Background: an optimization exercise with open tools, aiming at small area, a short achievable clock period and few clock cycles. Do not read the settings as production practice.
Where RTL was checked, it was by simulation tests only, not by an equivalence proof against the original.

Setup of red:
==> flow/design.v (excerpt) <==
module conv2d_stream
#(
    parameter int DW     = conv_pkg::DEF_DW,
    parameter int MAXDIM = conv_pkg::DEF_MAXDIM,
    parameter int MAXK   = conv_pkg::DEF_MAXK,
    parameter int DIMW   = $clog2(MAXDIM),
    parameter int KW     = $clog2(MAXK),
    parameter int AW     = 2*DW + 2*KW
) (
    input  logic            clk,
    input  logic            rstN,
    input  logic            start,
    input  logic [DIMW-1:0] inRow,
    input  logic [DIMW-1:0] inCol,
    input  logic [KW-1:0]   kerRow,
    input  logic [KW-1:0]   kerCol,
    input  logic            stride,
    input  logic [DW-1:0]   inData,
    input  logic            inValid,
    output logic            inReady,
    output logic [AW-1:0]   outMatrix,
    output logic            outValid,
    input  logic            outReady,
    output logic            busy,
    output logic            done,
    output logic            err
);
    localparam int NP = 1 + conv_pkg::MAC_CUTS;
    logic [DIMW-1:0] inRow_q, inCol_q;
    logic [KW-1:0]   kerRow_q, kerCol_q;
    logic            stride_q;
    logic            busy_q;
    always_ff @(posedge clk) begin
        if (!busy_q) begin
            inRow_q  <= inRow;
            inCol_q  <= inCol;
            kerRow_q <= kerRow;
            kerCol_q <= kerCol;
            stride_q <= stride;
        end
    end
    logic accept, legal;
    assign accept = start && !busy_q;
    assign legal  = (kerRow <= inRow) && (kerCol <= inCol);
    logic [DIMW-1:0] lastOR_q, lastOC_q;
    logic [DIMW-1:0] diffR, diffC;
  ...
clock: 11.0 ns
lec_check: 0
cap_margin: 20
core_margin: 2
core_utilization: 40
slew_margin: 20
synth_hierarchical: 1
synth_minimum_keep_size: 0
run.sh (not shown) runs the stock make flow with config.mk's settings and CLKGATE_MAP_FILE= SYNTH_SCRIPT=/design/flow/synth_recipe.tcl, a recipe that flattens the netlist after the stock synthesis.
red went all the way through synthesis, placement and routing and the layout is clean on timing, DRC and antenna.
Inputs modified between red and orange:
==> flow/flow/run.sh (new file) <==
#!/bin/bash
# Own layout flow: the standard synthesis unchanged, then the standard
# ORFS layout with plain buffers on the ports (instead of delay cells) and a
# larger setup margin for the resizer's timing repair. Each call's full
# output goes to its own log in this folder; ORFS keeps per-step logs under
# orfs/logs.
set -euo pipefail
bash standard.sh synth > synth.log 2>&1
bash standard.sh \
    BUFFER_PORTS_ARGS="-buffer_cell sky130_fd_sc_hd__buf_4" \
    SETUP_SLACK_MARGIN=7 \
    finish > layout.log 2>&1
==> flow/standard.sh (new file) <==
#!/bin/bash
# synth_recipe.tcl (not shown) runs the flow's synth.tcl, then flattens the netlist and writes it again
# the make line also repeats each setting of config.mk as NAME=value (left out here)
make -C /OpenROAD-flow-scripts/flow DESIGN_CONFIG=/design/flow/config.mk WORK_HOME=/design/flow/orfs CLKGATE_MAP_FILE= SYNTH_SCRIPT=/design/flow/synth_recipe.tcl "${@:-finish}"
removed: flow/run.sh
--- outcome ---
- Flip-flop and latch count of red is on par with orange.
- Comparing orange with red, the global-route wire length before repair came out essentially unchanged.
- red -> orange: final design area excluding fillers flat
- orange ended with every stage complete and zero timing, DRC or antenna violations.
- red → orange: footprint of the flip-flops and latches closely matched the old numbers; detailed route wirelength on metal2 closely matched the old numbers; routed wire length closely matched the old numbers; final non-filler cell total closely matched the old numbers.
No functional check of the RTL was part of any run of this note.

---

Another version of the RTL of conv2d_stream (not shown whole).
Size in the first run: ~2900 flip-flops, roughly 51 I/O pins, about 0.12 mm² of cells after synthesis.
clock: 11.0 ns
lec_check: 0
cap_margin: 20
core_margin: 2
core_utilization: 60
cts_cluster_diameter: 60
cts_cluster_size: 30
slew_margin: 20
synth_hierarchical: 1
synth_minimum_keep_size: 0
standard.sh (not shown) runs the stock make flow with config.mk's settings and CLKGATE_MAP_FILE= SYNTH_SCRIPT=/design/flow/synth_recipe.tcl, a recipe that flattens the netlist after the stock synthesis.
==> flow/flow/run.sh <==
#!/bin/bash
# Own layout flow: the standard synthesis unchanged, then the standard
# ORFS layout with plain buffers on the ports (instead of delay cells) and a
# larger setup margin for the resizer's timing repair. Each call's full
# output goes to its own log in this folder; ORFS keeps per-step logs under
# orfs/logs.
set -euo pipefail
bash standard.sh synth > synth.log 2>&1
bash standard.sh \
    BUFFER_PORTS_ARGS="-buffer_cell sky130_fd_sc_hd__buf_4" \
    SETUP_SLACK_MARGIN=7.5 \
    finish > layout.log 2>&1
Testbench counts at the start, summed over its fixed seeds: cycles 15,401.
==> next run, changes <==
- CTS_BUF_LIST: unset -> sky130_fd_sc_hd__clkbuf_8
- CTS_CLUSTER_DIAMETER: 60 -> unset
- CTS_CLUSTER_SIZE: 30 -> 20
After rerunning: Cell count went up by 5.1%. Die area is unchanged. First-iteration DRC count falls by 2.6%. Fmax falls by 5.8%. Count of clock-buffer cells in the layout went up by 298. Worst setup slack is worse by 0.22 ns. Routed wire length grows by 1.8%. Synthesized cell count is unchanged.
==> next run, changes <==
--- a/flow/flow/run.sh
+++ b/flow/flow/run.sh
@@ -11 +11 @@
-    SETUP_SLACK_MARGIN=7.5 \
+    SETUP_SLACK_MARGIN=7.35 \
- CTS_BUF_LIST: sky130_fd_sc_hd__clkbuf_8 -> unset
- CTS_CLUSTER_DIAMETER: unset -> 60
- CTS_CLUSTER_SIZE: 20 -> 30
Sequential share of layout area climbs by 1.2 points. Final cell count drops by 5.5%. Hold slack improved by 0.013 ns. Fmax climbs by 6.4%. Wire length drops by 3.0%. Clock-buffer cell count drops by 298.
==> next run, changes <==
--- a/flow/flow/run.sh
+++ b/flow/flow/run.sh
@@ -11 +11 @@
-    SETUP_SLACK_MARGIN=7.35 \
+    SETUP_SLACK_MARGIN=7.7 \
The new run produced a clean layout.
First-iteration DRC count drops by 1.9%.
Register-to-register slack is better by 0.19 ns.
Setup slack is worse by 0.0030 ns.
Sequential share of layout area drops by 0.55 points.
Wire length climbs by 1.5%.
Count of clock-buffer cells in the layout stays the same.

==> afterwards: timing with drivers on the ports <==
The flow's constraints put no driver on any port. The routed layouts listed below were extracted and timed again, unchanged, in two steps.
Step 1 (the two cells are an assumption about what drives the block):
set clk [get_ports {clk}]
set_driving_cell -lib_cell sky130_fd_sc_hd__clkbuf_16 $clk
set_driving_cell -lib_cell sky130_fd_sc_hd__buf_2 [delete_from_list [all_inputs] $clk]
Step 2 moves the port delays by t, midway between the first and last clock arrival at a register: inputs arrive t later, outputs are due t later. That takes back most of the time a late clock gives input paths.
Three values: no drivers, after step 1, after step 2; two values: the first two.
run	shift t [ns]	setup slack, ns	latest minus earliest clock arrival (ns)
red	0.933	6.631 / 6.533 / 6.711	0.094 / 0.094
orange	0.964	7.091 / 7.091 / 6.966	0.102 / 0.102
the first run of note 2	0.932	7.339 / 7.239 / 6.851	0.045 / 0.045
the second run of note 2	1.151	7.114 / 7.021 / 6.712	0.084 / 0.084
the third run of note 2	0.932	7.349 / 7.247 / 6.704	0.048 / 0.049
the fourth run of note 2	0.934	7.346 / 7.244 / 6.933	0.045 / 0.045
After both steps setup and hold are still met in every run listed. The setup slack of the third run of note 2, which loses most, moves by -0.102 ns with the drivers and by -0.645 ns with both steps.
